This is an optimization exercise on Yosys and OpenROAD, whose aim is small area, not a production implementation. In this exercise RTL edits were held to simulation tests only and were not proved equivalent to the original. Power and IR drop assume default switching activity.

==> 02-15: inputs <==
==> flow/design.v <==
package blinker_pkg;
  function automatic integer len_w(input integer pat_w);
    len_w = $clog2(pat_w) + 1;
  endfunction
endpackage
module blink_channel
#(
  parameter int PAT_W   = 32,
  parameter int PRESC_W = 20
) (
  input  logic               clk_i,
  input  logic               rst_i,
  input  logic               en_i,
  input  logic               cfg_we_i,
  input  logic [PAT_W:0]     cfg_spat_i,
  input  logic               cfg_lnz_i,
  input  logic [PRESC_W-1:0] cfg_presc_i,
  input  logic               cfg_oneshot_i,
  output logic               out_o,
  output logic               done_o,
  output logic               pending_o
);
  logic               run_q;
  logic               armed_q;
  logic               done_q;
  logic               sh_v_q;
  logic               nx_lnz_q;
  logic               out_q;
  logic [PAT_W:0]     nx_pat_q;
  logic [PRESC_W-1:0] nx_presc_q;
  logic               nx_os_q;
  logic [PAT_W:1]     pat_q;
  logic [PRESC_W-1:0] presc_q;
  logic               os_q;
  logic [PRESC_W-1:0] cnt_q;
  logic [PAT_W:0]     nx_pat_d;
  logic [PRESC_W-1:0] nx_presc_d;
  logic               nx_os_d;
  logic               nx_lnz_d;
  logic [PRESC_W-1:0] cnt_inc;
  logic               bit_last;
  logic               pat_last;
  logic               wrap;
  logic               load;
  logic               run_d;
  logic [PAT_W:0]     pat_d;
  assign nx_pat_d   = (cfg_spat_i    & {(PAT_W+1){cfg_we_i}}) | (nx_pat_q   & {(PAT_W+1){~cfg_we_i}});
  assign nx_presc_d = (cfg_presc_i   & {PRESC_W{cfg_we_i}})   | (nx_presc_q & {PRESC_W{~cfg_we_i}});
  assign nx_os_d    = (cfg_oneshot_i & cfg_we_i)              | (nx_os_q    & ~cfg_we_i);
  assign nx_lnz_d   = (cfg_lnz_i     & cfg_we_i)              | (nx_lnz_q   & ~cfg_we_i);
  assign cnt_inc  = cnt_q + PRESC_W'(1);
  assign bit_last = (cnt_inc == presc_q);
  assign pat_last = (pat_q[PAT_W:2] == '0);
  assign wrap  = run_q & (~en_i | (bit_last & pat_last));
  assign load  = ~run_q | wrap;
  assign run_d = run_q ? (~wrap | (en_i & ~os_q & nx_lnz_d))
                       : (en_i & armed_q & ~cfg_we_i & nx_lnz_d);
  assign pat_d = load ? nx_pat_d : (bit_last ? {1'b0, pat_q} : {pat_q, out_q});
  always_ff @(posedge clk_i or posedge rst_i) begin
    if (rst_i) begin
      run_q    <= 1'b0;
      armed_q  <= 1'b1;
      out_q    <= 1'b0;
      done_q   <= 1'b0;
      sh_v_q   <= 1'b0;
      nx_lnz_q <= 1'b0;
    end else begin
      run_q    <= run_d;
      out_q    <= run_d & pat_d[0];
      done_q   <= wrap & en_i & os_q;
      armed_q  <= ~en_i | (armed_q & ~(wrap & os_q));
      sh_v_q   <= run_q & ~wrap & (sh_v_q | cfg_we_i);
      nx_lnz_q <= nx_lnz_d;
    end
  end
  always_ff @(posedge clk_i) begin
    nx_pat_q   <= nx_pat_d;
    nx_presc_q <= nx_presc_d;
    nx_os_q    <= nx_os_d;
    pat_q      <= pat_d[PAT_W:1];
    if (load) begin
      presc_q <= nx_presc_d;
      os_q    <= nx_os_d;
    end
    cnt_q <= (~run_q | ~en_i | bit_last) ? '0 : cnt_inc;
  end
  assign out_o     = out_q;
  assign done_o    = done_q;
  assign pending_o = sh_v_q;
endmodule
module multi_pattern_blinker
#(
  parameter  int CHANNELS = 4,
  parameter  int PAT_W    = 32,
  parameter  int PRESC_W  = 20,
  localparam int CH_W     = (CHANNELS > 1) ? $clog2(CHANNELS) : 1,
  localparam int LEN_W    = blinker_pkg::len_w(PAT_W)
) (
  input  logic                i_clk,
  input  logic                i_rst,
  input  logic                i_cfg_valid,
  output logic                o_cfg_ready,
  input  logic [CH_W-1:0]     i_cfg_ch,
  input  logic [PAT_W-1:0]    i_cfg_pattern,
  input  logic [LEN_W-1:0]    i_cfg_len,
  input  logic [PRESC_W-1:0]  i_cfg_prescale,
  input  logic                i_cfg_oneshot,
  input  logic [CHANNELS-1:0] i_en,
  output logic [CHANNELS-1:0] o_out,
  output logic [CHANNELS-1:0] o_done
);
  logic [CHANNELS-1:0] cfg_we;
  logic [CHANNELS-1:0] pending;
  logic [LEN_W-1:0]    cfg_len_cl;
  logic                cfg_lnz;
  logic [PAT_W:0]      cfg_spat;
  logic [PRESC_W-1:0]  cfg_presc;
  always_comb begin
    o_cfg_ready = 1'b1;
    for (int c = 0; c < CHANNELS; c++) begin
      if ((i_cfg_ch == CH_W'(c)) && pending[c]) begin
        o_cfg_ready = 1'b0;
      end
    end
  end
  assign cfg_len_cl = (i_cfg_len > LEN_W'(PAT_W)) ? LEN_W'(PAT_W) : i_cfg_len;
  assign cfg_lnz    = (i_cfg_len != '0);
  always_comb begin
    for (int i = 0; i <= PAT_W; i++) begin
      if (i < PAT_W && LEN_W'(i) < cfg_len_cl) cfg_spat[i] = i_cfg_pattern[i];
      else                                     cfg_spat[i] = (cfg_len_cl == LEN_W'(i));
    end
  end
  assign cfg_presc  = {i_cfg_prescale[PRESC_W-1:1], i_cfg_prescale[0] | (i_cfg_prescale == '0)};
  for (genvar c = 0; c < CHANNELS; c++) begin : g_ch
    assign cfg_we[c] = i_cfg_valid & o_cfg_ready & (i_cfg_ch == CH_W'(c));
    blink_channel #(
      .PAT_W   (PAT_W),
      .PRESC_W (PRESC_W)
    ) u_ch (
      .clk_i          (i_clk),
      .rst_i          (i_rst),
      .en_i           (i_en[c]),
      .cfg_we_i       (cfg_we[c]),
      .cfg_spat_i     (cfg_spat),
      .cfg_lnz_i      (cfg_lnz),
      .cfg_presc_i    (cfg_presc),
      .cfg_oneshot_i  (i_cfg_oneshot),
      .out_o          (o_out[c]),
      .done_o         (o_done[c]),
      .pending_o      (pending[c])
    );
  end
endmodule
==> flow/flow/run.sh <==
#!/bin/bash
# Own flow: the standard layout, except that Yosys's abc maps the combinational logic
# with an area-oriented script (flow/abc_amap.script) instead of ORFS's default one.
# Registers, their names and cell types are untouched: dfflibmap and every other synthesis
# step are the standard ones (synth_recipe.tcl is sourced unchanged).
set -euo pipefail
W=$(pwd)

cat > "$W/flow_synth.tcl" <<EOT
proc abc {args} {
  set i [lsearch -exact \$args -script]
  if { \$i >= 0 } { lset args [expr { \$i + 1 }] $W/flow/abc_amap.script }
  yosys abc {*}\$args
}
source $W/synth_recipe.tcl
EOT

sed "s#SYNTH_SCRIPT=[^ ]*#SYNTH_SCRIPT=$W/flow_synth.tcl#" standard.sh > "$W/flow_standard.sh"
grep -q "SYNTH_SCRIPT=$W/flow_synth.tcl" "$W/flow_standard.sh"

bash "$W/flow_standard.sh" BUFFER_PORTS_ARGS="-buffer_cell sky130_fd_sc_hd__buf_1" finish > "$W/flow_make.log" 2>&1
==> flow/flow/abc_amap.script <==
strash
dch -f
amap
strash
dch -f
amap
topo
stime -c
==> flow/standard.sh <==
#!/bin/bash
# synth_recipe.tcl (not shown) runs the flow's synth.tcl, then flattens the netlist and writes it again
# the make line also repeats each setting of config.mk as NAME=value (left out here)
make -C /OpenROAD-flow-scripts/flow DESIGN_CONFIG=/design/flow/config.mk WORK_HOME=/design/flow/orfs CLKGATE_MAP_FILE= SYNTH_SCRIPT=/design/flow/synth_recipe.tcl "${@:-finish}"
==> flow/config.mk <==
export PLATFORM = sky130hd
export DESIGN_NAME = multi_pattern_blinker
export DESIGN_NICKNAME = multi_pattern_blinker
export VERILOG_FILES = /design/flow/design.v
export SDC_FILE = /design/flow/constraint.sdc
export NUM_CORES = 4
export LEC_CHECK = 0
export CAP_MARGIN = 0
export CORE_MARGIN = 2
export CORE_UTILIZATION = 75
export CTS_BUF_LIST = sky130_fd_sc_hd__clkbuf_16
export CTS_CLUSTER_DIAMETER = 150
export CTS_CLUSTER_SIZE = 30
export SLEW_MARGIN = 0
==> flow/constraint.sdc <==
create_clock -name core_clock -period 10.0 [get_ports {i_clk}]
set_input_delay 2.0000 -clock core_clock [delete_from_list [all_inputs] [get_ports {i_clk}]]
set_output_delay 2.0000 -clock core_clock [all_outputs]
set_load 0.01 [all_outputs]
==> 10-13: changes against 02-15 <==
==> flow/design.v, changed modules only <==
module blink_channel
#(
  parameter int PAT_W   = 32,
  parameter int PRESC_W = 20,
  parameter int IDX_W   = $clog2(PAT_W)
) (
  input  logic               clk_i,
  input  logic               rst_i,
  input  logic               en_i,
  input  logic               cfg_we_i,
  input  logic [PAT_W-1:0]   cfg_pattern_i,
  input  logic               cfg_lnz_i,
  input  logic [IDX_W-1:0]   cfg_lm1_i,
  input  logic [PRESC_W-1:0] cfg_presc_i,
  input  logic               cfg_oneshot_i,
  output logic               out_o,
  output logic               done_o,
  output logic               pending_o
);
  logic               run_q;
  logic               armed_q;
  logic               out_q;
  logic               done_q;
  logic               sh_v_q;
  logic               lnz_q;
  logic [PAT_W-1:0]   pat_q;
  logic [IDX_W-1:0]   lm1_q;
  logic [PRESC_W-1:0] presc_q;
  logic               os_q;
  logic [PAT_W-1:0]   sh_pat_q;
  logic               sh_lnz_q;
  logic [IDX_W-1:0]   sh_lm1_q;
  logic [PRESC_W-1:0] sh_presc_q;
  logic               sh_os_q;
  logic [PRESC_W-1:0] cnt_q;
  logic [IDX_W-1:0]   idx_q;
  logic [PRESC_W-1:0] cnt_inc;
  logic               bit_last;
  logic               pat_last;
  logic               wrap;
  logic               apply;
  logic               start;
  logic               cont;
  logic [PAT_W-1:0]   pat_d;
  logic               lnz_d;
  logic               run_d;
  logic [IDX_W-1:0]   idx_d;
  assign cnt_inc  = cnt_q + PRESC_W'(1);
  assign bit_last = (cnt_inc == presc_q);
  assign pat_last = (idx_q == lm1_q);
  assign wrap  = run_q & (~en_i | (bit_last & pat_last));
  assign apply = run_q ? (wrap & (cfg_we_i | sh_v_q)) : cfg_we_i;
  assign start = ~run_q & ~cfg_we_i & en_i & armed_q & lnz_q;
  assign lnz_d = apply ? (sh_v_q ? sh_lnz_q : cfg_lnz_i) : lnz_q;
  assign cont  = en_i & ~os_q & lnz_d;
  assign run_d = run_q ? (~wrap | cont) : start;
  assign pat_d = apply ? (sh_v_q ? sh_pat_q : cfg_pattern_i) : pat_q;
  assign idx_d = (~run_q | wrap) ? '0 : (bit_last ? idx_q + IDX_W'(1) : idx_q);
  always_ff @(posedge clk_i or posedge rst_i) begin
    if (rst_i) begin
      run_q   <= 1'b0;
      armed_q <= 1'b1;
      out_q   <= 1'b0;
      done_q  <= 1'b0;
      sh_v_q  <= 1'b0;
      lnz_q   <= 1'b0;
    end else begin
      run_q   <= run_d;
      out_q   <= run_d & pat_d[idx_d];
      done_q  <= wrap & en_i & os_q;
      armed_q <= ~en_i | (armed_q & ~(wrap & os_q));
      sh_v_q  <= run_q & ~wrap & (sh_v_q | cfg_we_i);
      lnz_q   <= lnz_d;
    end
  end
  always_ff @(posedge clk_i) begin
    if (apply) begin
      pat_q   <= pat_d;
      lm1_q   <= sh_v_q ? sh_lm1_q   : cfg_lm1_i;
      presc_q <= sh_v_q ? sh_presc_q : cfg_presc_i;
      os_q    <= sh_v_q ? sh_os_q    : cfg_oneshot_i;
    end
    if (cfg_we_i) begin
      sh_pat_q   <= cfg_pattern_i;
      sh_lnz_q   <= cfg_lnz_i;
      sh_lm1_q   <= cfg_lm1_i;
      sh_presc_q <= cfg_presc_i;
      sh_os_q    <= cfg_oneshot_i;
    end
    cnt_q <= (~run_q | ~en_i | bit_last) ? '0 : cnt_inc;
    idx_q <= idx_d;
  end
  assign out_o     = out_q;
  assign done_o    = done_q;
  assign pending_o = sh_v_q;
endmodule
module multi_pattern_blinker
#(
  parameter  int CHANNELS = 4,
  parameter  int PAT_W    = 32,
  parameter  int PRESC_W  = 20,
  localparam int CH_W     = (CHANNELS > 1) ? $clog2(CHANNELS) : 1,
  localparam int LEN_W    = blinker_pkg::len_w(PAT_W),
  localparam int IDX_W    = $clog2(PAT_W)
) (
  input  logic                i_clk,
  input  logic                i_rst,
  input  logic                i_cfg_valid,
  output logic                o_cfg_ready,
  input  logic [CH_W-1:0]     i_cfg_ch,
  input  logic [PAT_W-1:0]    i_cfg_pattern,
  input  logic [LEN_W-1:0]    i_cfg_len,
  input  logic [PRESC_W-1:0]  i_cfg_prescale,
  input  logic                i_cfg_oneshot,
  input  logic [CHANNELS-1:0] i_en,
  output logic [CHANNELS-1:0] o_out,
  output logic [CHANNELS-1:0] o_done
);
  logic [CHANNELS-1:0] cfg_we;
  logic [CHANNELS-1:0] pending;
  logic                cfg_lnz;
  logic [IDX_W-1:0]    cfg_lm1;
  logic [PRESC_W-1:0]  cfg_presc;
  always_comb begin
    o_cfg_ready = 1'b1;
    for (int c = 0; c < CHANNELS; c++) begin
      if ((i_cfg_ch == CH_W'(c)) && pending[c]) begin
        o_cfg_ready = 1'b0;
      end
    end
  end
  assign cfg_lnz   = (i_cfg_len != '0);
  assign cfg_lm1   = (i_cfg_len >= LEN_W'(PAT_W)) ? IDX_W'(PAT_W - 1) : IDX_W'(i_cfg_len - LEN_W'(1));
  assign cfg_presc = {i_cfg_prescale[PRESC_W-1:1], i_cfg_prescale[0] | (i_cfg_prescale == '0)};
  for (genvar c = 0; c < CHANNELS; c++) begin : g_ch
    assign cfg_we[c] = i_cfg_valid & o_cfg_ready & (i_cfg_ch == CH_W'(c));
    blink_channel #(
      .PAT_W   (PAT_W),
      .PRESC_W (PRESC_W),
      .IDX_W   (IDX_W)
    ) u_ch (
      .clk_i          (i_clk),
      .rst_i          (i_rst),
      .en_i           (i_en[c]),
      .cfg_we_i       (cfg_we[c]),
      .cfg_pattern_i  (i_cfg_pattern),
      .cfg_lnz_i      (cfg_lnz),
      .cfg_lm1_i      (cfg_lm1),
      .cfg_presc_i    (cfg_presc),
      .cfg_oneshot_i  (i_cfg_oneshot),
      .out_o          (o_out[c]),
      .done_o         (o_done[c]),
      .pending_o      (pending[c])
    );
  end
endmodule
==> flow/run.sh (new file) <==
#!/bin/bash
# synth_recipe.tcl (not shown) runs the flow's synth.tcl, then flattens the netlist and writes it again
# the make line also repeats each setting of config.mk as NAME=value (left out here)
make -C /OpenROAD-flow-scripts/flow DESIGN_CONFIG=/design/flow/config.mk WORK_HOME=/design/flow/orfs CLKGATE_MAP_FILE= SYNTH_SCRIPT=/design/flow/synth_recipe.tcl finish
CAP_MARGIN = 20   (was 0)
CORE_UTILIZATION = 60   (was 75)
CTS_BUF_LIST = sky130_fd_sc_hd__clkbuf_8   (was sky130_fd_sc_hd__clkbuf_16)
CTS_CLUSTER_DIAMETER = default   (was 150)
CTS_CLUSTER_SIZE = 40   (was 30)
SLEW_MARGIN = 20   (was 0)
removed: flow/flow/run.sh
removed: flow/flow/abc_amap.script
removed: flow/standard.sh
==> 03-21: changes against 02-15 <==
==> flow/design.v, changed modules only <==
module blink_channel
#(
  parameter int PAT_W   = 32,
  parameter int PRESC_W = 20
) (
  input  logic               clk_i,
  input  logic               rst_i,
  input  logic               en_i,
  input  logic               cfg_we_i,
  input  logic [PAT_W:0]     cfg_spat_i,
  input  logic               cfg_lnz_i,
  input  logic [PRESC_W-1:0] cfg_presc_i,
  input  logic               cfg_oneshot_i,
  output logic               out_o,
  output logic               done_o,
  output logic               pending_o
);
  localparam logic [PAT_W:0] NX_INV  = {((PAT_W+2)/2){2'b01}} & {(PAT_W+1){1'b1}};
  localparam logic [PAT_W:0] PAT_INV = {((PAT_W+2)/2){2'b10}} & {(PAT_W+1){1'b1}};
  logic               run_q;
  logic               armed_q;
  logic               done_q;
  logic               sh_v_q;
  logic               nx_lnz_q;
  logic               out_q;
  logic [PAT_W:0]     nx_pat_q;
  logic [PRESC_W-1:0] nx_presc_q;
  logic               nx_os_q;
  logic [PAT_W:1]     pat_q;
  logic [PRESC_W-1:0] presc_q;
  logic               os_q;
  logic [PRESC_W-1:0] cnt_q;
  logic [PAT_W:0]     nx_pat;
  logic [PAT_W:1]     pat;
  logic [PAT_W:0]     nx_pat_d;
  logic [PRESC_W-1:0] nx_presc_d;
  logic               nx_os_d;
  logic               nx_lnz_d;
  logic [PRESC_W-1:0] cnt_inc;
  logic               bit_last;
  logic               pat_last;
  logic               wrap;
  logic               load;
  logic               run_d;
  logic [PAT_W:0]     pat_d;
  assign nx_pat     = nx_pat_q ^ NX_INV;
  assign pat        = pat_q ^ PAT_INV[PAT_W:1];
  assign nx_pat_d   = (cfg_spat_i    & {(PAT_W+1){cfg_we_i}}) | (nx_pat     & {(PAT_W+1){~cfg_we_i}});
  assign nx_presc_d = (cfg_presc_i   & {PRESC_W{cfg_we_i}})   | (nx_presc_q & {PRESC_W{~cfg_we_i}});
  assign nx_os_d    = (cfg_oneshot_i & cfg_we_i)              | (nx_os_q    & ~cfg_we_i);
  assign nx_lnz_d   = (cfg_lnz_i     & cfg_we_i)              | (nx_lnz_q   & ~cfg_we_i);
  assign cnt_inc  = cnt_q + PRESC_W'(1);
  assign bit_last = (cnt_inc == presc_q);
  assign pat_last = (pat[PAT_W:2] == '0);
  assign wrap  = run_q & (~en_i | (bit_last & pat_last));
  assign load  = ~run_q | wrap;
  assign run_d = run_q ? (~wrap | (en_i & ~os_q & nx_lnz_d))
                       : (en_i & armed_q & ~cfg_we_i & nx_lnz_d);
  assign pat_d = load ? nx_pat_d : {1'b0, pat};
  always_ff @(posedge clk_i or posedge rst_i) begin
    if (rst_i) begin
      run_q    <= 1'b0;
      armed_q  <= 1'b1;
      out_q    <= 1'b0;
      done_q   <= 1'b0;
      sh_v_q   <= 1'b0;
      nx_lnz_q <= 1'b0;
    end else begin
      run_q    <= run_d;
      out_q    <= run_d & ((load | bit_last) ? pat_d[0] : out_q);
      done_q   <= wrap & en_i & os_q;
      armed_q  <= ~en_i | (armed_q & ~(wrap & os_q));
      sh_v_q   <= run_q & ~wrap & (sh_v_q | cfg_we_i);
      nx_lnz_q <= nx_lnz_d;
    end
  end
  always_ff @(posedge clk_i) begin
    nx_pat_q   <= nx_pat_d ^ NX_INV;
    nx_presc_q <= nx_presc_d;
    nx_os_q    <= nx_os_d;
    if (load | bit_last) begin
      pat_q <= pat_d[PAT_W:1] ^ PAT_INV[PAT_W:1];
    end
    if (load) begin
      presc_q <= nx_presc_d;
      os_q    <= nx_os_d;
    end
    cnt_q <= (~run_q | ~en_i | bit_last) ? '0 : cnt_inc;
  end
  assign out_o     = out_q;
  assign done_o    = done_q;
  assign pending_o = sh_v_q;
endmodule
module multi_pattern_blinker
#(
  parameter  int CHANNELS = 4,
  parameter  int PAT_W    = 32,
  parameter  int PRESC_W  = 20,
  localparam int CH_W     = (CHANNELS > 1) ? $clog2(CHANNELS) : 1,
  localparam int LEN_W    = blinker_pkg::len_w(PAT_W)
) (
  input  logic                i_clk,
  input  logic                i_rst,
  input  logic                i_cfg_valid,
  output logic                o_cfg_ready,
  input  logic [CH_W-1:0]     i_cfg_ch,
  input  logic [PAT_W-1:0]    i_cfg_pattern,
  input  logic [LEN_W-1:0]    i_cfg_len,
  input  logic [PRESC_W-1:0]  i_cfg_prescale,
  input  logic                i_cfg_oneshot,
  input  logic [CHANNELS-1:0] i_en,
  output logic [CHANNELS-1:0] o_out,
  output logic [CHANNELS-1:0] o_done
);
  logic [CHANNELS-1:0] cfg_we;
  logic [CHANNELS-1:0] pending;
  logic [LEN_W-1:0]    cfg_len_cl;
  logic                cfg_lnz;
  logic [PAT_W:0]      cfg_spat;
  logic [PRESC_W-1:0]  cfg_presc;
  always_comb begin
    o_cfg_ready = 1'b1;
    for (int c = 0; c < CHANNELS; c++) begin
      if ((i_cfg_ch == CH_W'(c)) && pending[c]) begin
        o_cfg_ready = 1'b0;
      end
    end
  end
  assign cfg_len_cl = (i_cfg_len > LEN_W'(PAT_W)) ? LEN_W'(PAT_W) : i_cfg_len;
  assign cfg_lnz    = (i_cfg_len != '0);
  always_comb begin
    for (int i = 0; i < PAT_W; i++) begin
      cfg_spat[i] = (LEN_W'(i) < cfg_len_cl) ? i_cfg_pattern[i] : (cfg_len_cl == LEN_W'(i));
    end
    cfg_spat[PAT_W] = (cfg_len_cl == LEN_W'(PAT_W));
  end
  assign cfg_presc  = {i_cfg_prescale[PRESC_W-1:1], i_cfg_prescale[0] | (i_cfg_prescale == '0)};
  for (genvar c = 0; c < CHANNELS; c++) begin : g_ch
    assign cfg_we[c] = i_cfg_valid & o_cfg_ready & (i_cfg_ch == CH_W'(c));
    blink_channel #(
      .PAT_W   (PAT_W),
      .PRESC_W (PRESC_W)
    ) u_ch (
      .clk_i          (i_clk),
      .rst_i          (i_rst),
      .en_i           (i_en[c]),
      .cfg_we_i       (cfg_we[c]),
      .cfg_spat_i     (cfg_spat),
      .cfg_lnz_i      (cfg_lnz),
      .cfg_presc_i    (cfg_presc),
      .cfg_oneshot_i  (i_cfg_oneshot),
      .out_o          (o_out[c]),
      .done_o         (o_done[c]),
      .pending_o      (pending[c])
    );
  end
endmodule
--- a/flow/flow/run.sh
+++ b/flow/flow/run.sh
@@ -1,6 +1,11 @@
 #!/bin/bash
-# Own flow: the standard layout, except that Yosys's abc maps the combinational logic
-# with an area-oriented script (flow/abc_amap.script) instead of ORFS's default one.
+# Own flow: the standard layout (standard.sh) with these changes:
+#  - Yosys's abc maps the combinational logic with an area-oriented script
+#    (flow/abc_amap.script) instead of ORFS's default one;
+#  - ORFS's adder extraction/mapping step is skipped (ADDER_MAP_FILE empty), so abc sees
+#    the counters as plain logic;
+#  - the port buffers are buf_1 cells.
 # Registers, their names and cell types are untouched: dfflibmap and every other synthesis
 # step are the standard ones (synth_recipe.tcl is sourced unchanged).
+# Logs: flow_make.log (make's output) and ORFS's per-step logs under orfs/logs/.
 set -euo pipefail
@@ -20,2 +25,3 @@
 
-bash "$W/flow_standard.sh" BUFFER_PORTS_ARGS="-buffer_cell sky130_fd_sc_hd__buf_1" finish > "$W/flow_make.log" 2>&1
+bash "$W/flow_standard.sh" BUFFER_PORTS_ARGS="-buffer_cell sky130_fd_sc_hd__buf_1" ADDER_MAP_FILE= finish \
+  > "$W/flow_make.log" 2>&1
==> flow/flow/abc_amap.script (replaced) <==
strash
dc2
strash
dch -f
amap
strash
dch -f
amap
topo
stime -c
CORE_UTILIZATION = 70   (was 75)
CTS_CLUSTER_DIAMETER = 120   (was 150)
CTS_CLUSTER_SIZE = 32   (was 30)
==> out/results.txt <==
Crit Reg-Reg Endpoint = g_ch[1].u_ch.pat_q[5]
Pwr Density = 233 nW/um^2
WP depth = 31
EDFF count, synth = 212
hold_ws = 0.472 ns
layout cells sized above 1 = 3.57%
core area = 27000 sq um
commonest cells in the netlist = dfxtp_1, nor2_1, edfxtp_1, nand2_1, o21ai_0
H-tree levels = 1
status = timing/DRC/antenna clean
clock power share = 21.1%
vias in the first global route = 13100
# the run above: 03-21

==> out/results.txt <==
H-tree levels = 3
WP depth = 15
Crit Reg-Reg Endpoint = g_ch[2].u_ch.out_q
hold_ws = 0.470 ns
core area = 48500 sq um
status = timing/DRC/antenna clean
commonest cells in the netlist = edfxtp_1, nor2_1, mux2i_1, mux2_2, nand2_1
clock power share = 40.4%
# the run above: 10-13

==> out/results.txt <==
Crit Reg-Reg Endpoint = g_ch[0].u_ch.pat_q[23]
vias in the first global route = 14400
WP depth = 24
hold_ws = 0.471 ns
status = timing/DRC/antenna clean
H-tree levels = 1
# the run above: 02-15

-- what the ideal ports hide --
How much do the figures lean on ideal ports? The routed layouts below were timed once more, with nothing changed but the port constraints. Step 1 (the two cells are an assumption about what drives the block):
set clk [get_ports {i_clk}]
set_driving_cell -lib_cell sky130_fd_sc_hd__clkbuf_16 $clk
set_driving_cell -lib_cell sky130_fd_sc_hd__buf_2 [delete_from_list [all_inputs] $clk]
Step 2 times the ports against the registers' clock, not the clock port: input delays grow and output delays shrink by t, the midpoint of the rising clock arrivals with the driver on. Three values: no drivers, after step 1, after step 2; two values: the first two.
run | shift t [ns] | setup slack, ns | cell pins on the clock port's net
02-15 | 0.601 | 3.390 / 3.390 / 3.390 | 1
10-13 | 0.751 | 3.274 / 3.308 / 2.557 | 1
03-21 | 0.591 | 3.285 / 3.285 / 3.285 | 1
After both steps every run listed still meets setup and hold. The setup slack of 10-13, which loses most, moves by +0.034 ns with the drivers and by -0.717 ns with both steps.
